What follows belongs to an exercise in optimizing a design on an open flow for small area; a production flow would make more cautious choices. Where RTL was checked, it was by simulation tests only, not by an equivalence proof against the original. Only the layout flow was run in run 2; the RTL was not checked for function there. Power is estimated from default activity; no workload was simulated.

==> flow/design.v (outline; a module is shown in full before it is edited, if it fits) <==
// module io_memory_bridge: 1128 lines
// module iomem_fa: 10 lines
// module iomem_ha: 9 lines
// module iomem_aoi21: 8 lines
// module iomem_oai21: 8 lines
// module iomem_nand2: 7 lines
// module iomem_nor2: 7 lines
// module iomem_c0: 3 lines
// module iomem_c1: 3 lines
// module iomem_c2: 3 lines
// module iomem_c3: 3 lines
// module iomem_c4: 3 lines
// module iomem_c5: 3 lines
// module iomem_c6: 3 lines
// module iomem_c7: 3 lines
// module iomem_c8: 3 lines
// module iomem_c9: 3 lines
// module iomem_c10: 3 lines
// module iomem_c11: 3 lines
// module iomem_c12: 3 lines
// module iomem_c13: 3 lines
// module iomem_c14: 3 lines
// module iomem_c15: 3 lines
// module iomem_c16: 3 lines
// module iomem_c17: 3 lines
// module iomem_c18: 3 lines
// module iomem_c19: 3 lines
// module iomem_c20: 3 lines
module io_memory_bridge (
    input  logic                             clock,
    input  logic                             reset,
    input  logic [iomem_pkg::ADDR_W-1:0]     wb_adr_i,
    input  logic [3:0]                       wb_sel_i,
    input  logic                             wb_we_i,
    input  logic                             wb_cyc_i,
    input  logic                             wb_stb_i,
    input  logic [iomem_pkg::DATA_W-1:0]     wb_dat_i,
    output logic                             wb_ack_o,
    output logic [iomem_pkg::DATA_W-1:0]     wb_dat_o,
    output logic [iomem_pkg::ADDR_W-1:0]     mem_addr_o,
    output logic [iomem_pkg::DATA_W-1:0]     mem_data_o,
    output logic [iomem_pkg::NUM_BANKS-1:0]  mem_we_o,
    output logic                             mem_gl_en_o,
    input  logic [iomem_pkg::DATA_W-1:0]     mem_rdata_i,
    input  logic [iomem_pkg::HALF_W-1:0]     arq_n_i,
    output logic [iomem_pkg::HALF_W-1:0]     tx_len_o,
    output logic [iomem_pkg::HALF_W-1:0]     total_packets_o
);
  // ...
==> flow/flow/run.sh <==
#!/bin/bash
# The standard layout, with the port buffers made from the smallest buffer
# cell and a clock tree without dummy loads. ORFS writes each step's log
# under orfs/logs; make's own output goes to make.log.
set -euo pipefail
bash standard.sh "BUFFER_PORTS_ARGS=-buffer_cell sky130_fd_sc_hd__buf_1" \
    "CTS_ARGS=-sink_clustering_enable -repair_clock_nets -dont_use_dummy_load" \
    finish > make.log 2>&1
==> flow/standard.sh <==
#!/bin/bash
# synth_recipe.tcl (not shown) runs the flow's synth.tcl, then flattens the netlist and writes it again
# the make line also repeats each setting of config.mk as NAME=value (left out here)
make -C /OpenROAD-flow-scripts/flow DESIGN_CONFIG=/design/flow/config.mk WORK_HOME=/design/flow/orfs CLKGATE_MAP_FILE= SYNTH_SCRIPT=/design/flow/synth_recipe.tcl "${@:-finish}"
==> flow/config.mk <==
export PLATFORM = sky130hd
export DESIGN_NAME = io_memory_bridge
export DESIGN_NICKNAME = io_memory_bridge
export VERILOG_FILES = /design/flow/design.v
export SDC_FILE = /design/flow/constraint.sdc
export NUM_CORES = 4
export LEC_CHECK = 0
export CAP_MARGIN = 20
export CORE_MARGIN = 2
export CORE_UTILIZATION = 40
export GPL_TIMING_DRIVEN = 0
export SLEW_MARGIN = 20
export SYNTH_HIERARCHICAL = 1
==> flow/constraint.sdc <==
create_clock -name core_clock -period 7.5 [get_ports {clock}]
set_input_delay 1.5000 -clock core_clock [delete_from_list [all_inputs] [get_ports {clock}]]
set_output_delay 1.5000 -clock core_clock [all_outputs]
set_load 0.01 [all_outputs]
==> impl_metrics.py, run 1 <==
metrics = {
    "logic_synthesis": {
        "yosys.area_share.simple_pct": 19.6,
        "yosysMostFrequentCell": "nand2_1",
        "syn-mean-instance-area_um2": 9.36,
        "post-synth-top-area-cell": "dfrtp_1",
    },
    "critical_path": {
        "reg2reg_slack_ps": 670,
        "setup.worst_path.start": "wb_we_i",
        "max_stage_delay_ps": 260,
        "critical_path.slowest_cell": "clkbuf_4",
    },
    "die": {
        "coreArea_um2": 28600,
        "ios": 256,
        "tap-cell-count": 384,
    },
    "hold_path": {
        "holdCritPathClass": "flip-flop to flip-flop",
    },
    "clock_tree": {
        "worst_skew_pair.late_latency_ps": 420,
        "cts-hold-fix-buffers": 0,
    },
    "global_routing": {
        "grt_max_degree": 49,
        "grt_pass1_wl_um": 56100,
    },
    "layout": {
        "n_all_inverters": 49,
        "seq_share_pct": 22.6,
        "antenna_cells": 0,
        "n_all_buffers": 313,
    },
    "timing": {
        "finalSetupViolations": 0,
        "period_share_pct": 96.1,
        "finalMaxSlewViolations": 0,
    },
    "routing": {
        "drtIter0Drc": 669,
        "top_layer_used": "met4",
    },
    "placement": {
        "dpl_cell_area_um2": 13100,
    },
    "status": {
        "outcome": "no timing/DRC/antenna violations",
    },
}
==> module iomem_c17, before the edit <==
module iomem_c17 (input logic a, input logic b, output logic y);
    assign y = ~(~a ^ b);
endmodule
==> module iomem_c18, before the edit <==
module iomem_c18 (input logic a, input logic b, output logic y);
    assign y = ~a & b;
endmodule
==> inputs of run 2 (changes only) <==
--- a/flow/design.v
+++ b/flow/design.v
@@ -61,19 +61,28 @@
     logic        gl_sel;
     logic [2:0]  cnt;
     logic [13:0] len_words;
     logic [4:0]  bank;
     logic        local_bank;
     logic [15:0] total;
     logic [29:0] offset;
     logic        off_hi;
-    logic [31:0] tx_addr;
+    logic [31:0] tx_ptr;
+    logic        use_sum;
     logic [15:0] tx_len;
     logic [7:0]  mul_a;
+    logic        off_en;
+    logic [29:0] off_nv;
+    logic        tx_len_w;
+    logic [13:0] len_words_d;
+    logic [4:0]  bank_d;
+    logic [15:0] total_d;
+    logic [29:0] offset_d;
+    logic [15:0] tx_len_d;
     logic [4:0]  bank_dec;
     logic        in_range;
     logic [31:0] rom;
     assign stb = wb_cyc_i & wb_stb_i;
     assign dat = wb_dat_i & {{8{wb_sel_i[3]}}, {8{wb_sel_i[2]}},
                              {8{wb_sel_i[1]}}, {8{wb_sel_i[0]}}};
     assign hdr_sel = stb & wb_we_i & (wb_adr_i < 32'd24);
     assign len_w   = stb & wb_we_i & (wb_adr_i == 32'd16);
@@ -87,33 +96,24 @@
             16'h0000, 16'h0001: bank_dec = 5'b00001;
             16'h0100, 16'h0101: bank_dec = 5'b00010;
             16'h0200, 16'h0201: bank_dec = 5'b00100;
             16'h0300, 16'h0301: bank_dec = 5'b01000;
             16'h0400:           bank_dec = 5'b10000;
             default:            bank_dec = 5'b00000;
         endcase
     end
-    always_ff @(posedge clock or posedge reset) begin
-        if (reset) begin
-            len_words <= '0;
-            bank      <= 5'b00001;
-        end else if (len_w) begin
-            len_words <= dat[31:18];
-            bank      <= bank_dec;
-        end
+    always_ff @(posedge clock) begin
+        len_words <= len_words_d;
+        bank      <= bank_d;
+        total     <= total_d;
+        offset    <= offset_d;
+        tx_len    <= tx_len_d;
     end
     assign local_bank = ~bank[4];
-    always_ff @(posedge clock or posedge reset) begin
-        if (reset) begin
-            total <= '0;
-        end else if (n_w) begin
-            total <= dat[15:0];
-        end
-    end
     always_ff @(posedge clock) begin
         off_hi <= n_w;
     end
     assign mul_a = off_hi ? offset[29:22] : dat[31:24];
     logic [111:0] ppn;
     logic [21:0]  accn;
     logic [29:0]  mul_res;
     logic m0;
@@ -801,17 +801,17 @@
     iomem_c11 u_m375 (m374, m367, m375);
     iomem_c7 u_m376 (offset[28], m375, m376);
     iomem_c11 u_m377 (m374, offset[28], m377);
     iomem_c11 u_m378 (m377, m367, m378);
     iomem_c7 u_m379 (offset[29], m378, m379);
     iomem_c11 u_m380 (m377, offset[29], m380);
     iomem_c11 u_m381 (m380, m367, m381);
     assign off_bias = {m379, m376, m373, m370, m368, m365, m362, m359, m356, m354, m351, m348, m345, m342, m340, m337, m334, m331, m328, m326, m323, m320, m317, m314, m312, m310, m308, m306, ~offset[1], offset[0]};
-    logic [31:0] add_xn;
+    logic [31:0] add_x;
     logic [26:0] add_y;
     logic [31:0] add_s;
     logic m382;
     logic m383;
     logic m384;
     logic m385;
     logic m386;
     logic m387;
@@ -953,190 +953,618 @@
     logic m523;
     logic m524;
     logic m525;
     logic m526;
     logic m527;
     logic m528;
     logic m529;
     logic m530;
-    iomem_c10 u_m382 (add_xn[0], add_y[0], m382);
-    iomem_c11 u_m383 (add_xn[0], add_y[0], m383);
-    iomem_c17 u_m384 (add_xn[1], add_y[1], m384);
-    iomem_c11 u_m385 (add_xn[1], add_y[1], m385);
+    iomem_c5 u_m382 (add_x[0], add_y[0], m382);
+    iomem_c8 u_m383 (add_x[0], add_y[0], m383);
+    iomem_c17 u_m384 (add_x[1], add_y[1], m384);
+    iomem_c8 u_m385 (add_x[1], add_y[1], m385);
     iomem_c3 u_m386 (m384, m383, m386);
     iomem_oai21 u_m387 (m384, m383, m385, m387);
-    iomem_c10 u_m388 (add_xn[2], add_y[2], m388);
-    iomem_c18 u_m389 (add_xn[2], add_y[2], m389);
+    iomem_c5 u_m388 (add_x[2], add_y[2], m388);
+    iomem_c18 u_m389 (add_x[2], add_y[2], m389);
     iomem_c5 u_m390 (m388, m387, m390);
     iomem_aoi21 u_m391 (m388, m387, m389, m391);
-    iomem_c17 u_m392 (add_xn[3], add_y[3], m392);
-    iomem_c11 u_m393 (add_xn[3], add_y[3], m393);
+    iomem_c17 u_m392 (add_x[3], add_y[3], m392);
+    iomem_c8 u_m393 (add_x[3], add_y[3], m393);
     iomem_c3 u_m394 (m392, m391, m394);
     iomem_oai21 u_m395 (m392, m391, m393, m395);
-    iomem_c10 u_m396 (add_xn[4], add_y[4], m396);
-    iomem_c18 u_m397 (add_xn[4], add_y[4], m397);
+    iomem_c5 u_m396 (add_x[4], add_y[4], m396);
+    iomem_c18 u_m397 (add_x[4], add_y[4], m397);
     iomem_c5 u_m398 (m396, m395, m398);
     iomem_aoi21 u_m399 (m396, m395, m397, m399);
-    iomem_c17 u_m400 (add_xn[5], add_y[5], m400);
-    iomem_c11 u_m401 (add_xn[5], add_y[5], m401);
+    iomem_c17 u_m400 (add_x[5], add_y[5], m400);
+    iomem_c8 u_m401 (add_x[5], add_y[5], m401);
     iomem_c3 u_m402 (m400, m399, m402);
     iomem_oai21 u_m403 (m400, m399, m401, m403);
-    iomem_c10 u_m404 (add_xn[6], add_y[6], m404);
-    iomem_c18 u_m405 (add_xn[6], add_y[6], m405);
+    iomem_c5 u_m404 (add_x[6], add_y[6], m404);
+    iomem_c18 u_m405 (add_x[6], add_y[6], m405);
     iomem_c5 u_m406 (m404, m403, m406);
     iomem_aoi21 u_m407 (m404, m403, m405, m407);
-    iomem_c17 u_m408 (add_xn[7], add_y[7], m408);
-    iomem_c11 u_m409 (add_xn[7], add_y[7], m409);
+    iomem_c17 u_m408 (add_x[7], add_y[7], m408);
+    iomem_c8 u_m409 (add_x[7], add_y[7], m409);
     iomem_c3 u_m410 (m408, m407, m410);
     iomem_oai21 u_m411 (m408, m407, m409, m411);
-    iomem_c10 u_m412 (add_xn[8], add_y[8], m412);
-    iomem_c18 u_m413 (add_xn[8], add_y[8], m413);
+    iomem_c5 u_m412 (add_x[8], add_y[8], m412);
+    iomem_c18 u_m413 (add_x[8], add_y[8], m413);
     iomem_c5 u_m414 (m412, m411, m414);
     iomem_aoi21 u_m415 (m412, m411, m413, m415);
-    iomem_c17 u_m416 (add_xn[9], add_y[9], m416);
-    iomem_c11 u_m417 (add_xn[9], add_y[9], m417);
+    iomem_c17 u_m416 (add_x[9], add_y[9], m416);
+    iomem_c8 u_m417 (add_x[9], add_y[9], m417);
     iomem_c3 u_m418 (m416, m415, m418);
     iomem_oai21 u_m419 (m416, m415, m417, m419);
-    iomem_c10 u_m420 (add_xn[10], add_y[10], m420);
-    iomem_c18 u_m421 (add_xn[10], add_y[10], m421);
+    iomem_c5 u_m420 (add_x[10], add_y[10], m420);
+    iomem_c18 u_m421 (add_x[10], add_y[10], m421);
     iomem_c5 u_m422 (m420, m419, m422);
     iomem_aoi21 u_m423 (m420, m419, m421, m423);
-    iomem_c17 u_m424 (add_xn[11], add_y[11], m424);
-    iomem_c11 u_m425 (add_xn[11], add_y[11], m425);
+    iomem_c17 u_m424 (add_x[11], add_y[11], m424);
+    iomem_c8 u_m425 (add_x[11], add_y[11], m425);
     iomem_c3 u_m426 (m424, m423, m426);
     iomem_oai21 u_m427 (m424, m423, m425, m427);
-    iomem_c10 u_m428 (add_xn[12], add_y[12], m428);
-    iomem_c18 u_m429 (add_xn[12], add_y[12], m429);
+    iomem_c5 u_m428 (add_x[12], add_y[12], m428);
+    iomem_c18 u_m429 (add_x[12], add_y[12], m429);
     iomem_c5 u_m430 (m428, m427, m430);
     iomem_aoi21 u_m431 (m428, m427, m429, m431);
-    iomem_c17 u_m432 (add_xn[13], add_y[13], m432);
-    iomem_c11 u_m433 (add_xn[13], add_y[13], m433);
+    iomem_c17 u_m432 (add_x[13], add_y[13], m432);
+    iomem_c8 u_m433 (add_x[13], add_y[13], m433);
     iomem_c3 u_m434 (m432, m431, m434);
     iomem_oai21 u_m435 (m432, m431, m433, m435);
-    iomem_c10 u_m436 (add_xn[14], add_y[14], m436);
+    iomem_c5 u_m436 (add_x[14], add_y[14], m436);
     iomem_c5 u_m437 (m436, m435, m437);
-    iomem_c11 u_m438 (add_xn[14], add_y[14], m438);
-    iomem_c17 u_m439 (add_xn[15], add_y[15], m439);
+    iomem_c8 u_m438 (add_x[14], add_y[14], m438);
+    iomem_c17 u_m439 (add_x[15], add_y[15], m439);
     iomem_c19 u_m440 (m438, m436, m435, m440);
     iomem_c10 u_m441 (m439, m440, m441);
-    iomem_c11 u_m442 (add_xn[15], add_y[15], m442);
+    iomem_c8 u_m442 (add_x[15], add_y[15], m442);
     iomem_oai21 u_m443 (m439, m438, m442, m443);
     iomem_c12 u_m444 (m436, m439, m444);
-    iomem_c10 u_m445 (add_xn[16], add_y[16], m445);
+    iomem_c5 u_m445 (add_x[16], add_y[16], m445);
     iomem_c20 u_m446 (m443, m444, m435, m446);
     iomem_c7 u_m447 (m445, m446, m447);
-    iomem_c18 u_m448 (add_xn[16], add_y[16], m448);
+    iomem_c18 u_m448 (add_x[16], add_y[16], m448);
     iomem_aoi21 u_m449 (m445, m443, m448, m449);
     iomem_c11 u_m450 (m444, m445, m450);
-    iomem_c17 u_m451 (add_xn[17], add_y[17], m451);
+    iomem_c17 u_m451 (add_x[17], add_y[17], m451);
     iomem_c9 u_m452 (m449, m450, m435, m452);
     iomem_c10 u_m453 (m451, m452, m453);
-    iomem_c11 u_m454 (add_xn[17], add_y[17], m454);
+    iomem_c8 u_m454 (add_x[17], add_y[17], m454);
     iomem_oai21 u_m455 (m451, m449, m454, m455);
     iomem_c4 u_m456 (m450, m451, m456);
-    iomem_c10 u_m457 (add_xn[18], add_y[18], m457);
+    iomem_c5 u_m457 (add_x[18], add_y[18], m457);
     iomem_c6 u_m458 (m455, m456, m435, m458);
     iomem_c7 u_m459 (m457, m458, m459);
-    iomem_c18 u_m460 (add_xn[18], add_y[18], m460);
+    iomem_c18 u_m460 (add_x[18], add_y[18], m460);
     iomem_aoi21 u_m461 (m457, m455, m460, m461);
     iomem_c8 u_m462 (m456, m457, m462);
-    iomem_c17 u_m463 (add_xn[19], add_y[19], m463);
+    iomem_c17 u_m463 (add_x[19], add_y[19], m463);
     iomem_c9 u_m464 (m461, m462, m435, m464);
     iomem_c10 u_m465 (m463, m464, m465);
-    iomem_c11 u_m466 (add_xn[19], add_y[19], m466);
+    iomem_c8 u_m466 (add_x[19], add_y[19], m466);
     iomem_oai21 u_m467 (m463, m461, m466, m467);
     iomem_c4 u_m468 (m462, m463, m468);
-    iomem_c10 u_m469 (add_xn[20], add_y[20], m469);
+    iomem_c5 u_m469 (add_x[20], add_y[20], m469);
     iomem_c6 u_m470 (m467, m468, m435, m470);
     iomem_c7 u_m471 (m469, m470, m471);
-    iomem_c18 u_m472 (add_xn[20], add_y[20], m472);
+    iomem_c18 u_m472 (add_x[20], add_y[20], m472);
     iomem_aoi21 u_m473 (m469, m467, m472, m473);
     iomem_c8 u_m474 (m468, m469, m474);
-    iomem_c17 u_m475 (add_xn[21], add_y[21], m475);
+    iomem_c17 u_m475 (add_x[21], add_y[21], m475);
     iomem_c9 u_m476 (m473, m474, m435, m476);
     iomem_c10 u_m477 (m475, m476, m477);
-    iomem_c11 u_m478 (add_xn[21], add_y[21], m478);
+    iomem_c8 u_m478 (add_x[21], add_y[21], m478);
     iomem_oai21 u_m479 (m475, m473, m478, m479);
     iomem_c4 u_m480 (m474, m475, m480);
-    iomem_c10 u_m481 (add_xn[22], add_y[22], m481);
+    iomem_c5 u_m481 (add_x[22], add_y[22], m481);
     iomem_c6 u_m482 (m479, m480, m435, m482);
     iomem_c7 u_m483 (m481, m482, m483);
-    iomem_c18 u_m484 (add_xn[22], add_y[22], m484);
+    iomem_c18 u_m484 (add_x[22], add_y[22], m484);
     iomem_aoi21 u_m485 (m481, m479, m484, m485);
     iomem_c8 u_m486 (m480, m481, m486);
-    iomem_c17 u_m487 (add_xn[23], add_y[23], m487);
+    iomem_c17 u_m487 (add_x[23], add_y[23], m487);
     iomem_c9 u_m488 (m485, m486, m435, m488);
     iomem_c10 u_m489 (m487, m488, m489);
-    iomem_c11 u_m490 (add_xn[23], add_y[23], m490);
+    iomem_c8 u_m490 (add_x[23], add_y[23], m490);
     iomem_oai21 u_m491 (m487, m485, m490, m491);
     iomem_c4 u_m492 (m486, m487, m492);
-    iomem_c10 u_m493 (add_xn[24], add_y[24], m493);
+    iomem_c5 u_m493 (add_x[24], add_y[24], m493);
     iomem_c6 u_m494 (m491, m492, m435, m494);
     iomem_c7 u_m495 (m493, m494, m495);
-    iomem_c18 u_m496 (add_xn[24], add_y[24], m496);
+    iomem_c18 u_m496 (add_x[24], add_y[24], m496);
     iomem_aoi21 u_m497 (m493, m491, m496, m497);
     iomem_c8 u_m498 (m492, m493, m498);
-    iomem_c17 u_m499 (add_xn[25], add_y[25], m499);
+    iomem_c17 u_m499 (add_x[25], add_y[25], m499);
     iomem_c9 u_m500 (m497, m498, m435, m500);
     iomem_c10 u_m501 (m499, m500, m501);
-    iomem_c11 u_m502 (add_xn[25], add_y[25], m502);
+    iomem_c8 u_m502 (add_x[25], add_y[25], m502);
     iomem_oai21 u_m503 (m499, m497, m502, m503);
     iomem_c4 u_m504 (m498, m499, m504);
-    iomem_c10 u_m505 (add_xn[26], add_y[26], m505);
+    iomem_c5 u_m505 (add_x[26], add_y[26], m505);
     iomem_c6 u_m506 (m503, m504, m435, m506);
     iomem_c7 u_m507 (m505, m506, m507);
-    iomem_c18 u_m508 (add_xn[26], add_y[26], m508);
+    iomem_c18 u_m508 (add_x[26], add_y[26], m508);
     iomem_aoi21 u_m509 (m505, m503, m508, m509);
     iomem_c8 u_m510 (m504, m505, m510);
     iomem_c9 u_m511 (m509, m510, m435, m511);
-    iomem_c10 u_m512 (add_xn[27], m511, m512);
-    iomem_c4 u_m513 (add_xn[27], m509, m513);
-    iomem_c4 u_m514 (m510, add_xn[27], m514);
-    iomem_c6 u_m515 (m513, m514, m435, m515);
-    iomem_c3 u_m516 (add_xn[28], m515, m516);
-    iomem_c11 u_m517 (add_xn[28], m513, m517);
-    iomem_c12 u_m518 (m514, add_xn[28], m518);
+    iomem_c5 u_m512 (add_x[27], m511, m512);
+    iomem_c12 u_m513 (add_x[27], m509, m513);
+    iomem_c11 u_m514 (m510, add_x[27], m514);
+    iomem_c9 u_m515 (m513, m514, m435, m515);
+    iomem_c5 u_m516 (add_x[28], m515, m516);
+    iomem_c12 u_m517 (add_x[28], m513, m517);
+    iomem_c11 u_m518 (m514, add_x[28], m518);
     iomem_c9 u_m519 (m517, m518, m435, m519);
-    iomem_c10 u_m520 (add_xn[29], m519, m520);
-    iomem_c4 u_m521 (add_xn[29], m517, m521);
-    iomem_c4 u_m522 (m518, add_xn[29], m522);
-    iomem_c6 u_m523 (m521, m522, m435, m523);
-    iomem_c3 u_m524 (add_xn[30], m523, m524);
-    iomem_c11 u_m525 (add_xn[30], m521, m525);
-    iomem_c12 u_m526 (m522, add_xn[30], m526);
+    iomem_c5 u_m520 (add_x[29], m519, m520);
+    iomem_c12 u_m521 (add_x[29], m517, m521);
+    iomem_c11 u_m522 (m518, add_x[29], m522);
+    iomem_c9 u_m523 (m521, m522, m435, m523);
+    iomem_c5 u_m524 (add_x[30], m523, m524);
+    iomem_c12 u_m525 (add_x[30], m521, m525);
+    iomem_c11 u_m526 (m522, add_x[30], m526);
     iomem_c9 u_m527 (m525, m526, m435, m527);
-    iomem_c10 u_m528 (add_xn[31], m527, m528);
-    iomem_c4 u_m529 (add_xn[31], m525, m529);
-    iomem_c4 u_m530 (m526, add_xn[31], m530);
+    iomem_c5 u_m528 (add_x[31], m527, m528);
+    iomem_c12 u_m529 (add_x[31], m525, m529);
+    iomem_c11 u_m530 (m526, add_x[31], m530);
     assign add_s = {m528, m524, m520, m516, m512, m507, m501, m495, m489, m483, m477, m471, m465, m459, m453, m447, m441, m437, m434, m430, m426, m422, m418, m414, m410, m406, m402, m398, m394, m390, m386, m382};
-    always_ff @(posedge clock or posedge reset) begin
-        if (reset) begin
-            offset <= '0;
-        end else if (off_hi) begin
-            offset <= mul_res;
-        end else if (n_w) begin
-            offset <= {dat[23:16], mul_res[21:0]};
-        end
-    end
-    assign add_xn = ~(wb_we_i ? {2'd0, off_bias} : mem_rdata_i);
+    logic m531;
+    logic m532;
+    logic m533;
+    logic m534;
+    logic m535;
+    logic m536;
+    logic m537;
+    logic m538;
+    logic m539;
+    logic m540;
+    logic m541;
+    logic m542;
+    logic m543;
+    logic m544;
+    logic m545;
+    logic m546;
+    logic m547;
+    logic m548;
+    logic m549;
+    logic m550;
+    logic m551;
+    logic m552;
+    logic m553;
+    logic m554;
+    logic m555;
+    logic m556;
+    logic m557;
+    logic m558;
+    logic m559;
+    logic m560;
+    logic m561;
+    logic m562;
+    logic m563;
+    logic m564;
+    logic m565;
+    logic m566;
+    logic m567;
+    logic m568;
+    logic m569;
+    logic m570;
+    logic m571;
+    logic m572;
+    logic m573;
+    logic m574;
+    logic m575;
+    logic m576;
+    logic m577;
+    logic m578;
+    logic m579;
+    logic m580;
+    logic m581;
+    logic m582;
+    logic m583;
+    logic m584;
+    logic m585;
+    logic m586;
+    logic m587;
+    logic m588;
+    logic m589;
+    logic m590;
+    logic m591;
+    logic m592;
+    logic m593;
+    logic m594;
+    logic m595;
+    logic m596;
+    logic m597;
+    logic m598;
+    logic m599;
+    logic m600;
+    logic m601;
+    logic m602;
+    logic m603;
+    logic m604;
+    logic m605;
+    logic m606;
+    logic m607;
+    logic m608;
+    logic m609;
+    logic m610;
+    logic m611;
+    logic m612;
+    logic m613;
+    logic m614;
+    logic m615;
+    logic m616;
+    logic m617;
+    logic m618;
+    logic m619;
+    logic m620;
+    logic m621;
+    logic m622;
+    logic m623;
+    logic m624;
+    logic m625;
+    logic m626;
+    logic m627;
+    logic m628;
+    logic m629;
+    logic m630;
+    logic m631;
+    logic m632;
+    logic m633;
+    logic m634;
+    logic m635;
+    logic m636;
+    logic m637;
+    logic m638;
+    logic m639;
+    logic m640;
+    logic m641;
+    logic m642;
+    logic m643;
+    logic m644;
+    logic m645;
+    logic m646;
+    logic m647;
+    logic m648;
+    logic m649;
+    logic m650;
+    logic m651;
+    logic m652;
+    logic m653;
+    logic m654;
+    logic m655;
+    logic m656;
+    logic m657;
+    logic m658;
+    logic m659;
+    logic m660;
+    logic m661;
+    logic m662;
+    logic m663;
+    logic m664;
+    logic m665;
+    logic m666;
+    logic m667;
+    logic m668;
+    logic m669;
+    logic m670;
+    logic m671;
+    logic m672;
+    logic m673;
+    logic m674;
+    logic m675;
+    logic m676;
+    logic m677;
+    logic m678;
+    logic m679;
+    logic m680;
+    logic m681;
+    logic m682;
+    logic m683;
+    logic m684;
+    logic m685;
+    logic m686;
+    logic m687;
+    logic m688;
+    logic m689;
+    logic m690;
+    logic m691;
+    logic m692;
+    iomem_mux2i u_m531 (len_w, len_words[0], dat[18], m531);
+    iomem_nor2 u_m532 (reset, m531, m532);
+    assign len_words_d[0] = m532;
+    iomem_mux2i u_m533 (len_w, len_words[1], dat[19], m533);
+    iomem_nor2 u_m534 (reset, m533, m534);
+    assign len_words_d[1] = m534;
+    iomem_mux2i u_m535 (len_w, len_words[2], dat[20], m535);
+    iomem_nor2 u_m536 (reset, m535, m536);
+    assign len_words_d[2] = m536;
+    iomem_mux2i u_m537 (len_w, len_words[3], dat[21], m537);
+    iomem_nor2 u_m538 (reset, m537, m538);
+    assign len_words_d[3] = m538;
+    iomem_mux2i u_m539 (len_w, len_words[4], dat[22], m539);
+    iomem_nor2 u_m540 (reset, m539, m540);
+    assign len_words_d[4] = m540;
+    iomem_mux2i u_m541 (len_w, len_words[5], dat[23], m541);
+    iomem_nor2 u_m542 (reset, m541, m542);
+    assign len_words_d[5] = m542;
+    iomem_mux2i u_m543 (len_w, len_words[6], dat[24], m543);
+    iomem_nor2 u_m544 (reset, m543, m544);
+    assign len_words_d[6] = m544;
+    iomem_mux2i u_m545 (len_w, len_words[7], dat[25], m545);
+    iomem_nor2 u_m546 (reset, m545, m546);
+    assign len_words_d[7] = m546;
+    iomem_mux2i u_m547 (len_w, len_words[8], dat[26], m547);
+    iomem_nor2 u_m548 (reset, m547, m548);
+    assign len_words_d[8] = m548;
+    iomem_mux2i u_m549 (len_w, len_words[9], dat[27], m549);
+    iomem_nor2 u_m550 (reset, m549, m550);
+    assign len_words_d[9] = m550;
+    iomem_mux2i u_m551 (len_w, len_words[10], dat[28], m551);
+    iomem_nor2 u_m552 (reset, m551, m552);
+    assign len_words_d[10] = m552;
+    iomem_mux2i u_m553 (len_w, len_words[11], dat[29], m553);
+    iomem_nor2 u_m554 (reset, m553, m554);
+    assign len_words_d[11] = m554;
+    iomem_mux2i u_m555 (len_w, len_words[12], dat[30], m555);
+    iomem_nor2 u_m556 (reset, m555, m556);
+    assign len_words_d[12] = m556;
+    iomem_mux2i u_m557 (len_w, len_words[13], dat[31], m557);
+    iomem_nor2 u_m558 (reset, m557, m558);
+    assign len_words_d[13] = m558;
+    iomem_mux2i u_m559 (len_w, bank[0], bank_dec[0], m559);
+    iomem_nand2b u_m560 (reset, m559, m560);
+    assign bank_d[0] = m560;
+    iomem_mux2i u_m561 (len_w, bank[1], bank_dec[1], m561);
+    iomem_nor2 u_m562 (reset, m561, m562);
+    assign bank_d[1] = m562;
+    iomem_mux2i u_m563 (len_w, bank[2], bank_dec[2], m563);
+    iomem_nor2 u_m564 (reset, m563, m564);
+    assign bank_d[2] = m564;
+    iomem_mux2i u_m565 (len_w, bank[3], bank_dec[3], m565);
+    iomem_nor2 u_m566 (reset, m565, m566);
+    assign bank_d[3] = m566;
+    iomem_mux2i u_m567 (len_w, bank[4], bank_dec[4], m567);
+    iomem_nor2 u_m568 (reset, m567, m568);
+    assign bank_d[4] = m568;
+    iomem_mux2i u_m569 (n_w, total[0], dat[0], m569);
+    iomem_nor2 u_m570 (reset, m569, m570);
+    assign total_d[0] = m570;
+    iomem_mux2i u_m571 (n_w, total[1], dat[1], m571);
+    iomem_nor2 u_m572 (reset, m571, m572);
+    assign total_d[1] = m572;
+    iomem_mux2i u_m573 (n_w, total[2], dat[2], m573);
+    iomem_nor2 u_m574 (reset, m573, m574);
+    assign total_d[2] = m574;
+    iomem_mux2i u_m575 (n_w, total[3], dat[3], m575);
+    iomem_nor2 u_m576 (reset, m575, m576);
+    assign total_d[3] = m576;
+    iomem_mux2i u_m577 (n_w, total[4], dat[4], m577);
+    iomem_nor2 u_m578 (reset, m577, m578);
+    assign total_d[4] = m578;
+    iomem_mux2i u_m579 (n_w, total[5], dat[5], m579);
+    iomem_nor2 u_m580 (reset, m579, m580);
+    assign total_d[5] = m580;
+    iomem_mux2i u_m581 (n_w, total[6], dat[6], m581);
+    iomem_nor2 u_m582 (reset, m581, m582);
+    assign total_d[6] = m582;
+    iomem_mux2i u_m583 (n_w, total[7], dat[7], m583);
+    iomem_nor2 u_m584 (reset, m583, m584);
+    assign total_d[7] = m584;
+    iomem_mux2i u_m585 (n_w, total[8], dat[8], m585);
+    iomem_nor2 u_m586 (reset, m585, m586);
+    assign total_d[8] = m586;
+    iomem_mux2i u_m587 (n_w, total[9], dat[9], m587);
+    iomem_nor2 u_m588 (reset, m587, m588);
+    assign total_d[9] = m588;
+    iomem_mux2i u_m589 (n_w, total[10], dat[10], m589);
+    iomem_nor2 u_m590 (reset, m589, m590);
+    assign total_d[10] = m590;
+    iomem_mux2i u_m591 (n_w, total[11], dat[11], m591);
+    iomem_nor2 u_m592 (reset, m591, m592);
+    assign total_d[11] = m592;
+    iomem_mux2i u_m593 (n_w, total[12], dat[12], m593);
+    iomem_nor2 u_m594 (reset, m593, m594);
+    assign total_d[12] = m594;
+    iomem_mux2i u_m595 (n_w, total[13], dat[13], m595);
+    iomem_nor2 u_m596 (reset, m595, m596);
+    assign total_d[13] = m596;
+    iomem_mux2i u_m597 (n_w, total[14], dat[14], m597);
+    iomem_nor2 u_m598 (reset, m597, m598);
+    assign total_d[14] = m598;
+    iomem_mux2i u_m599 (n_w, total[15], dat[15], m599);
+    iomem_nor2 u_m600 (reset, m599, m600);
+    assign total_d[15] = m600;
+    iomem_mux2i u_m601 (off_en, offset[0], off_nv[0], m601);
+    iomem_nor2 u_m602 (reset, m601, m602);
+    assign offset_d[0] = m602;
+    iomem_mux2i u_m603 (off_en, offset[1], off_nv[1], m603);
+    iomem_nor2 u_m604 (reset, m603, m604);
+    assign offset_d[1] = m604;
+    iomem_mux2i u_m605 (off_en, offset[2], off_nv[2], m605);
+    iomem_nor2 u_m606 (reset, m605, m606);
+    assign offset_d[2] = m606;
+    iomem_mux2i u_m607 (off_en, offset[3], off_nv[3], m607);
+    iomem_nor2 u_m608 (reset, m607, m608);
+    assign offset_d[3] = m608;
+    iomem_mux2i u_m609 (off_en, offset[4], off_nv[4], m609);
+    iomem_nor2 u_m610 (reset, m609, m610);
+    assign offset_d[4] = m610;
+    iomem_mux2i u_m611 (off_en, offset[5], off_nv[5], m611);
+    iomem_nor2 u_m612 (reset, m611, m612);
+    assign offset_d[5] = m612;
+    iomem_mux2i u_m613 (off_en, offset[6], off_nv[6], m613);
+    iomem_nor2 u_m614 (reset, m613, m614);
+    assign offset_d[6] = m614;
+    iomem_mux2i u_m615 (off_en, offset[7], off_nv[7], m615);
+    iomem_nor2 u_m616 (reset, m615, m616);
+    assign offset_d[7] = m616;
+    iomem_mux2i u_m617 (off_en, offset[8], off_nv[8], m617);
+    iomem_nor2 u_m618 (reset, m617, m618);
+    assign offset_d[8] = m618;
+    iomem_mux2i u_m619 (off_en, offset[9], off_nv[9], m619);
+    iomem_nor2 u_m620 (reset, m619, m620);
+    assign offset_d[9] = m620;
+    iomem_mux2i u_m621 (off_en, offset[10], off_nv[10], m621);
+    iomem_nor2 u_m622 (reset, m621, m622);
+    assign offset_d[10] = m622;
+    iomem_mux2i u_m623 (off_en, offset[11], off_nv[11], m623);
+    iomem_nor2 u_m624 (reset, m623, m624);
+    assign offset_d[11] = m624;
+    iomem_mux2i u_m625 (off_en, offset[12], off_nv[12], m625);
+    iomem_nor2 u_m626 (reset, m625, m626);
+    assign offset_d[12] = m626;
+    iomem_mux2i u_m627 (off_en, offset[13], off_nv[13], m627);
+    iomem_nor2 u_m628 (reset, m627, m628);
+    assign offset_d[13] = m628;
+    iomem_mux2i u_m629 (off_en, offset[14], off_nv[14], m629);
+    iomem_nor2 u_m630 (reset, m629, m630);
+    assign offset_d[14] = m630;
+    iomem_mux2i u_m631 (off_en, offset[15], off_nv[15], m631);
+    iomem_nor2 u_m632 (reset, m631, m632);
+    assign offset_d[15] = m632;
+    iomem_mux2i u_m633 (off_en, offset[16], off_nv[16], m633);
+    iomem_nor2 u_m634 (reset, m633, m634);
+    assign offset_d[16] = m634;
+    iomem_mux2i u_m635 (off_en, offset[17], off_nv[17], m635);
+    iomem_nor2 u_m636 (reset, m635, m636);
+    assign offset_d[17] = m636;
+    iomem_mux2i u_m637 (off_en, offset[18], off_nv[18], m637);
+    iomem_nor2 u_m638 (reset, m637, m638);
+    assign offset_d[18] = m638;
+    iomem_mux2i u_m639 (off_en, offset[19], off_nv[19], m639);
+    iomem_nor2 u_m640 (reset, m639, m640);
+    assign offset_d[19] = m640;
+    iomem_mux2i u_m641 (off_en, offset[20], off_nv[20], m641);
+    iomem_nor2 u_m642 (reset, m641, m642);
+    assign offset_d[20] = m642;
+    iomem_mux2i u_m643 (off_en, offset[21], off_nv[21], m643);
+    iomem_nor2 u_m644 (reset, m643, m644);
+    assign offset_d[21] = m644;
+    iomem_mux2i u_m645 (off_en, offset[22], off_nv[22], m645);
+    iomem_nor2 u_m646 (reset, m645, m646);
+    assign offset_d[22] = m646;
+    iomem_mux2i u_m647 (off_en, offset[23], off_nv[23], m647);
+    iomem_nor2 u_m648 (reset, m647, m648);
+    assign offset_d[23] = m648;
+    iomem_mux2i u_m649 (off_en, offset[24], off_nv[24], m649);
+    iomem_nor2 u_m650 (reset, m649, m650);
+    assign offset_d[24] = m650;
+    iomem_mux2i u_m651 (off_en, offset[25], off_nv[25], m651);
+    iomem_nor2 u_m652 (reset, m651, m652);
+    assign offset_d[25] = m652;
+    iomem_mux2i u_m653 (off_en, offset[26], off_nv[26], m653);
+    iomem_nor2 u_m654 (reset, m653, m654);
+    assign offset_d[26] = m654;
+    iomem_mux2i u_m655 (off_en, offset[27], off_nv[27], m655);
+    iomem_nor2 u_m656 (reset, m655, m656);
+    assign offset_d[27] = m656;
+    iomem_mux2i u_m657 (off_en, offset[28], off_nv[28], m657);
+    iomem_nor2 u_m658 (reset, m657, m658);
+    assign offset_d[28] = m658;
+    iomem_mux2i u_m659 (off_en, offset[29], off_nv[29], m659);
+    iomem_nor2 u_m660 (reset, m659, m660);
+    assign offset_d[29] = m660;
+    iomem_mux2i u_m661 (tx_len_w, tx_len[0], mem_rdata_i[0], m661);
+    iomem_nor2 u_m662 (reset, m661, m662);
+    assign tx_len_d[0] = m662;
+    iomem_mux2i u_m663 (tx_len_w, tx_len[1], mem_rdata_i[1], m663);
+    iomem_nor2 u_m664 (reset, m663, m664);
+    assign tx_len_d[1] = m664;
+    iomem_mux2i u_m665 (tx_len_w, tx_len[2], mem_rdata_i[2], m665);
+    iomem_nor2 u_m666 (reset, m665, m666);
+    assign tx_len_d[2] = m666;
+    iomem_mux2i u_m667 (tx_len_w, tx_len[3], mem_rdata_i[3], m667);
+    iomem_nor2 u_m668 (reset, m667, m668);
+    assign tx_len_d[3] = m668;
+    iomem_mux2i u_m669 (tx_len_w, tx_len[4], mem_rdata_i[4], m669);
+    iomem_nor2 u_m670 (reset, m669, m670);
+    assign tx_len_d[4] = m670;
+    iomem_mux2i u_m671 (tx_len_w, tx_len[5], mem_rdata_i[5], m671);
+    iomem_nor2 u_m672 (reset, m671, m672);
+    assign tx_len_d[5] = m672;
+    iomem_mux2i u_m673 (tx_len_w, tx_len[6], mem_rdata_i[6], m673);
+    iomem_nor2 u_m674 (reset, m673, m674);
+    assign tx_len_d[6] = m674;
+    iomem_mux2i u_m675 (tx_len_w, tx_len[7], mem_rdata_i[7], m675);
+    iomem_nor2 u_m676 (reset, m675, m676);
+    assign tx_len_d[7] = m676;
+    iomem_mux2i u_m677 (tx_len_w, tx_len[8], mem_rdata_i[8], m677);
+    iomem_nor2 u_m678 (reset, m677, m678);
+    assign tx_len_d[8] = m678;
+    iomem_mux2i u_m679 (tx_len_w, tx_len[9], mem_rdata_i[9], m679);
+    iomem_nor2 u_m680 (reset, m679, m680);
+    assign tx_len_d[9] = m680;
+    iomem_mux2i u_m681 (tx_len_w, tx_len[10], mem_rdata_i[10], m681);
+    iomem_nor2 u_m682 (reset, m681, m682);
+    assign tx_len_d[10] = m682;
+    iomem_mux2i u_m683 (tx_len_w, tx_len[11], mem_rdata_i[11], m683);
+    iomem_nor2 u_m684 (reset, m683, m684);
+    assign tx_len_d[11] = m684;
+    iomem_mux2i u_m685 (tx_len_w, tx_len[12], mem_rdata_i[12], m685);
+    iomem_nor2 u_m686 (reset, m685, m686);
+    assign tx_len_d[12] = m686;
+    iomem_mux2i u_m687 (tx_len_w, tx_len[13], mem_rdata_i[13], m687);
+    iomem_nor2 u_m688 (reset, m687, m688);
+    assign tx_len_d[13] = m688;
+    iomem_mux2i u_m689 (tx_len_w, tx_len[14], mem_rdata_i[14], m689);
+    iomem_nor2 u_m690 (reset, m689, m690);
+    assign tx_len_d[14] = m690;
+    iomem_mux2i u_m691 (tx_len_w, tx_len[15], mem_rdata_i[15], m691);
+    iomem_nor2 u_m692 (reset, m691, m692);
+    assign tx_len_d[15] = m692;
+    logic len_lt;
+    logic m693;
+    logic m694;
+    logic m695;
+    logic m696;
+    logic m697;
+    logic m698;
+    logic m699;
+    logic m700;
+    logic m701;
+    logic m702;
+    logic m703;
+    logic m704;
+    logic m705;
+    logic m706;
+    logic m707;
+    logic m708;
+    iomem_c21 u_m693 (wb_adr_i[2], mem_rdata_i[0], m693);
+    iomem_c22 u_m694 (wb_adr_i[3], mem_rdata_i[1], m693, m694);
+    iomem_c22 u_m695 (wb_adr_i[4], mem_rdata_i[2], m694, m695);
+    iomem_c22 u_m696 (wb_adr_i[5], mem_rdata_i[3], m695, m696);
+    iomem_c22 u_m697 (wb_adr_i[6], mem_rdata_i[4], m696, m697);
+    iomem_c22 u_m698 (wb_adr_i[7], mem_rdata_i[5], m697, m698);
+    iomem_c22 u_m699 (wb_adr_i[8], mem_rdata_i[6], m698, m699);
+    iomem_c22 u_m700 (wb_adr_i[9], mem_rdata_i[7], m699, m700);
+    iomem_c22 u_m701 (wb_adr_i[10], mem_rdata_i[8], m700, m701);
+    iomem_c22 u_m702 (wb_adr_i[11], mem_rdata_i[9], m701, m702);
+    iomem_c22 u_m703 (wb_adr_i[12], mem_rdata_i[10], m702, m703);
+    iomem_c22 u_m704 (wb_adr_i[13], mem_rdata_i[11], m703, m704);
+    iomem_c22 u_m705 (wb_adr_i[14], mem_rdata_i[12], m704, m705);
+    iomem_c22 u_m706 (wb_adr_i[15], mem_rdata_i[13], m705, m706);
+    iomem_c22 u_m707 (wb_adr_i[16], mem_rdata_i[14], m706, m707);
+    iomem_c22 u_m708 (wb_adr_i[17], mem_rdata_i[15], m707, m708);
+    assign len_lt = m708;
+    assign off_en = off_hi | n_w;
+    assign off_nv = {off_hi ? mul_res[29:22] : dat[23:16], mul_res[21:0]};
+    assign add_x = wb_we_i ? {2'd0, off_bias} : tx_ptr;
     assign add_y = {wb_adr_i[28:24] & {5{~wb_we_i}}, wb_adr_i[23:2]};
     always_ff @(posedge clock) begin
         if (cnt == 3'd4) begin
-            tx_addr <= add_s;
+            tx_ptr <= mem_rdata_i;
         end
     end
-    always_ff @(posedge clock or posedge reset) begin
-        if (reset) begin
-            tx_len <= '0;
-        end else if (gl_sel && cnt == 3'd5) begin
-            tx_len <= mem_rdata_i[15:0];
-        end
+    assign tx_len_w = gl_sel & (cnt == 3'd5);
+    always_ff @(posedge clock) begin
+        in_range <= (wb_adr_i[28:18] == 11'd0) && len_lt;
     end
-    assign in_range = (wb_adr_i[28:18] == 11'd0) && (wb_adr_i[17:2] < tx_len);
     always_comb begin
         if (wb_adr_i[23:5] != 19'd0) begin
             rom = 32'hfafa_fafa;
         end else begin
             case (wb_adr_i[4:2])
                 3'd0:    rom = 32'h484f_5354;
                 3'd1:    rom = 32'h5043_5055;
                 3'd2:    rom = 32'h5249_5343;
@@ -1147,19 +1575,18 @@
                 default: rom = 32'hfafa_fafa;
             endcase
         end
     end
     assign wb_ack_o = stb & (wb_we_i ? ((wb_adr_i < 32'd24) | (cnt == 3'd3)) :
                              wb_adr_i[29] ? (cnt == 3'd6) :
                              ((wb_adr_i[31] | wb_adr_i[30]) & (cnt == 3'd2)));
     assign wb_dat_o = wb_adr_i[29] ? (in_range ? mem_rdata_i : 32'd0) : rom;
-    assign mem_addr_o  = wb_we_i ? add_s :
-                         ~cnt[2] ? 32'h11 :
-                         (cnt[1:0] == 2'd0) ? 32'h10 : tx_addr;
+    assign use_sum     = wb_we_i | (cnt[2] & (cnt[1] | cnt[0]));
+    assign mem_addr_o  = use_sum ? add_s : {27'd0, 1'b1, 3'd0, ~cnt[2]};
     assign mem_data_o  = dat;
     assign mem_we_o    = (stb & wb_we_i & ~hdr_sel) ? bank : 5'd0;
     assign mem_gl_en_o = gl_sel;
     assign tx_len_o        = tx_len;
     assign total_packets_o = total;
 endmodule
 module iomem_fa (
     input  logic a,
@@ -1198,16 +1625,31 @@
 endmodule
 module iomem_nand2 (
     input  logic a,
     input  logic b,
     output logic y
 );
     assign y = ~(a & b);
 endmodule
+module iomem_mux2i (
+    input  logic s,
+    input  logic a0,
+    input  logic a1,
+    output logic y
+);
+    assign y = ~(s ? a1 : a0);
+endmodule
+module iomem_nand2b (
+    input  logic a,
+    input  logic b,
+    output logic y
+);
+    assign y = a | ~b;
+endmodule
 module iomem_nor2 (
     input  logic a,
     input  logic b,
     output logic y
 );
     assign y = ~(a | b);
 endmodule
 module iomem_c0 (input logic a, input logic b, output logic y);
@@ -1257,19 +1699,25 @@
 endmodule
 module iomem_c15 (input logic a, input logic b, input logic c, output logic y);
     assign y = a ^ b ^ c;
 endmodule
 module iomem_c16 (input logic a, input logic b, input logic c, output logic y);
     assign y = (a & b) | (a & c) | (b & c);
 endmodule
 module iomem_c17 (input logic a, input logic b, output logic y);
-    assign y = ~(~a ^ b);
+    assign y = ~(a ^ b);
 endmodule
 module iomem_c18 (input logic a, input logic b, output logic y);
-    assign y = ~a & b;
+    assign y = a & b;
 endmodule
 module iomem_c19 (input logic a, input logic b, input logic c, output logic y);
     assign y = ~a | (b & c);
 endmodule
 module iomem_c20 (input logic a, input logic b, input logic c, output logic y);
     assign y = ~(a | (~b & c));
 endmodule
+module iomem_c21 (input logic a, input logic b, output logic y);
+    assign y = ~a & b;
+endmodule
+module iomem_c22 (input logic a, input logic b, input logic c, output logic y);
+    assign y = (~a & b) | (~a & c) | (b & c);
+endmodule
==> flow/flow/run.sh (replaced) <==
#!/bin/bash
# The standard layout, with the port buffers made from the smallest buffer
# cell and a clock tree without dummy loads. ORFS writes each step's log
# under orfs/logs; make's own output goes to make.log.
set -euo pipefail
bash standard.sh "BUFFER_PORTS_ARGS=-buffer_cell sky130_fd_sc_hd__buf_1" \
    "CTS_ARGS=-sink_clustering_enable -repair_clock_nets -dont_use_dummy_load -buf_list sky130_fd_sc_hd__clkbuf_8" \
    finish > make.log 2>&1
==> run 2 against run 1 <==
Clock skew is 10 ps higher; cell count shrank 1.0%; synthesized cell count is 0.89% higher; maximum frequency up 0.64%; critical path type unchanged.
==> impl_metrics.py, run 2 <==
metrics = {
    "status": {
        "outcome": "no timing/DRC/antenna violations",
    },
    "hold_path": {
        "holdCritPathClass": "flip-flop to flip-flop",
    },
    "clock_tree": {
        "cts-hold-fix-buffers": 0,
        "clockBufferDepth": 2,
        "clkTransAtPathRegs_ps": 70,
        "root_buffer": "clkbuf_8",
        "cts_buffers": 17,
        "worst_skew_pair.late_latency_ps": 470,
        "clock_sinks": 118,
        "cts-htree-levels": 4,
        "cts_tree": "yes",
    },
    "logic_synthesis": {
        "synth-seq-area-share_pct": 24.3,
        "ys_seq_elements": 118,
        "post-synth-top-area-cell": "dfxtp_1",
        "yosysUniqueCellTypes": 61,
        "synth_edf_count": 32,
        "synth_fp_nets": 1460,
        "synth_cells": 1248,
        "synth.top_cell.area_share_pct": 15.6,
        "syn-cell-area_um2": 11000,
        "synth_area_leaders": "dfxtp_1 (16%), fa_1 (15%), edfxtp_1 (8.7%), mux2i_1 (7.4%), nand2_1 (7.2%)",
        "syn-mean-instance-area_um2": 8.85,
        "yosysMostFrequentCell": "nand2_1",
        "ys.flop_type": "dfxtp_1",
        "ys_warn_count": 7,
        "async_flop_share_pct": 0,
        "yosys-top-cells-count": "nand2_1 (211), nor2_1 (132), dfxtp_1 (86), fa_1 (83), mux2i_1 (82)",
    },
    "power": {
        "leakagePower_uw": 0.00376,
        "power.density_nw_per_um2": 106,
        "irDropWorstVdd_v": 0.0000998,
    },
    "routing": {
        "drc_errors": 0,
        "drtIter0Drc": 545,
        "wl_per_cell_um": 18.3,
        "postRouteAntennaNets": 0,
        "via_per_inst": 5.20,
        "dr.pass1.iters": 5,
        "num_vias": 9708,
        "wl_um": 34100,
    },
    "die": {
        "ios": 256,
        "coreArea_um2": 27000,
        "num_rows": 60,
        "initial_core_util_pct": 40.9,
        "die_area_um2": 28900,
        "die_w_um": 170,
        "die_h_um": 170,
    },
    "timing": {
        "skew_ps": 34.9,
        "timing.fmax_mhz": 140,
        "tightest_slew_ps": 1140,
        "rsz0062_at_grt": "no",
        "finalMaxSlewViolations": 0,
        "finalSetupViolations": 0,
        "setup_tns_ps": 0,
        "period_minus_slack_ps": 7160,
        "hold_viol_final": 0,
        "period_share_pct": 95.5,
        "slew_headroom_pct": 24.2,
    },
    "placement": {
        "portBuffers": 253,
        "dp_hpwl_um": 27100,
        "gp_congestion": 0.938,
        "dpl_cell_area_um2": 12500,
    },
    "layout": {
        "final_design_area_no_fill_um2": 12900,
        "largest_reg_flops": 32,
        "drive_above_1_share_pct": 12.2,
        "largest_register": "tx_ptr",
        "final_common_cell": "buf_1",
        "fillers": 2679,
        "syn_to_final_growth_pct": 17.1,
        "reg_top3": "tx_ptr x32, offset x30",
        "nets": 1740,
        "final_cell_mix": "buf_1 (267), nand2_1 (211), nor2_1 (129)",
    },
    "global_routing": {
        "grt_overflow": 0,
        "grt_use_total_pct": 23.9,
        "grt_antenna_before_repair": 1,
        "grt_pass1_vias": 9460,
        "grt_pass1_wl_um": 52900,
        "grt_max_degree": 38,
    },
    "critical_path": {
        "start_kind": "input pin",
        "path_cells": "clkbuf_2, buf_4, mux2_2, xnor2_1, o21ai_2, a21oi_2, o21ai_1, a21oi_2, o21ai_1, a21oi_2, o21ai_1, a21oi_2, o21ai_2, a21oi_2, o21ai_2, a21oi_2, nand2b_1, nand2b_1, nand2b_1, nand2b_1, o21ai_2, xor2_1, nor2b_1, buf_1",
        "cp_common_cell": "a21oi_2",
        "critPathKind": "input pin to primary output",
        "critical_path.slowest_cell": "mux2_2",
        "max_stage_delay_ps": 370,
        "critPathMaxFanout": 10,
        "reg2reg_slack_ps": 760,
        "worstSetupEndpointType": "primary output",
        "cp.arrival_ps": 5660,
        "cp.required_ps": 6000,
    },
    "flow_run": {
        "timing.max_cap.violations": 0,
    },
}
[run 2: cell types whose count changed after synthesis, moves of 23 or more]
cell and delta:
a22o_1 -37, dfrtp_1 -80, dfxtp_1 +82, mux2i_1 +53
nor2_1 +78, nor2b_1 +23, o21ai_0 -28
[run 2: metrics by stage]
stage / utilization, % / std cells / power (µW) / setup slack (ps) / hold slack, ps
global route: 47.8 / 1867 / 1430 / 17.2 / 502
CTS: 47.4 / 1862 / 1390 / 7.55 / 486
global placement: 45.9 / 1842 / 931 / -1140 / 447
finish: 47.8 / 1868 / 1370 / 338 / 477
floorplan: - / 1248 / 821 / 172 / 433
detailed placement: 46.4 / 1848 / 937 / -721 / 463
[run 2: timing repair]
item / CTS / global route
pin swaps: 0 / 3
buffers inserted: 0 / 6
resized for setup: 10 / 25
setup endpoints to repair: 25 / 27
[run 2: power breakdown]
group,internal [µW],leakage (µW),switching (µW)
clock network,199,0.000122,247
logic,102,0.00265,170
registers,654,0.000982,0.591
[run 2: worst max-delay path, delay by kind of cell]
kind                      cells  cell delay (ps)
AOI/OAI and AO/OA            13             2020
xor gates and xnor gates      2              310
buffers and inverters         3              590
muxes                         1              370
and+or+nand+nor               5              870
[run 2: worst paths after layout]
check,start,end,depth (start not counted)
setup / recovery,wb_we_i,mem_addr_o[31],24
hold / removal,cnt[0],cnt[0],1
setup reg to reg,off_hi,offset[29],26
hold reg to reg,cnt[0],cnt[0],1
[run 2: kinds of logic after synthesis]
kind of cell / share of synthesized area [%]
xor+xnor: 11.6
flops: 24.3
buf+inv: 3.17
simple gates: 22.9
mux: 12.0
fa+ha+maj: 17.6
compound gates: 8.41
[run 2: routing by layer]
layer / vias to the layer above / global-route usage [%] / routed length (µm) / part of all wire, %
li1: 4646 / - / - / -
met4: 0 / 5.91 / 575 / 1.7
met2: 332 / 39.3 / 16200 / 48
met1: 4687 / 31.8 / 14900 / 44
met5: - / 0 / 0 / 0
met3: 43 / 5.65 / 2450 / 7.2
[run 2: per-module statistics from Yosys (local to each module, per instance), excerpt]
module,cells inside,times used,flip-flops and latches,area (µm²)
iomem_c15,1,1,0,23.8
iomem_fa,1,83,0,20.0
iomem_c9,2,16,0,12.5
iomem_c16,1,1,0,11.3
iomem_mux2i,1,81,0,10.0
iomem_c17,1,13,0,8.76
iomem_c3,1,30,0,8.76
iomem_c1,1,17,0,6.26
iomem_c12,1,10,0,6.26
iomem_nand2b,1,1,0,6.26
iomem_c4,1,35,0,3.75
iomem_nor2,1,80,0,3.75
[run 2: cell type report]
type                    count  area (µm²)  share of cell area, %
clock buffers              17         234                   1.81
diodes                      1        2.50                 0.0194
plain buffers              41         179                   1.38
multi-input cells        1040        8120                   62.8
well taps                 341         427                   3.30
repair buffers            265        1120                   8.64
flip-flops and latches    118        2690                   20.8
inverters                  45         169                   1.31

separate check: timing with driven ports:
No port has a modelled driver above. Below, the same layouts with a new extraction and two added sets of constraints. Step 1: set_driving_cell puts a clkbuf_16 on clock and a buf_2 on each other input, an assumption about the parent block. Step 2 also shifts input and output timing later by t, the mid clock arrival at the registers, as if the neighbouring blocks saw the same clock. Three values: ideal ports, drivers, drivers and shift; two values: the first two.
run	t, ns	slack for setup (ns)	worst setup path after step 2	worst register clock-pin slew, ns
run 1	0.457	0.292 / 0.267 / -0.048	input to register	0.07 / 0.07
run 2	0.491	0.338 / 0.286 / 0.025	input to register	0.09 / 0.09
With both steps, setup timing fails in run 1, where it was met with ideal ports. For run 1, which loses most, drivers alone change the setup slack by -0.025 ns; drivers and shift together by -0.340 ns.
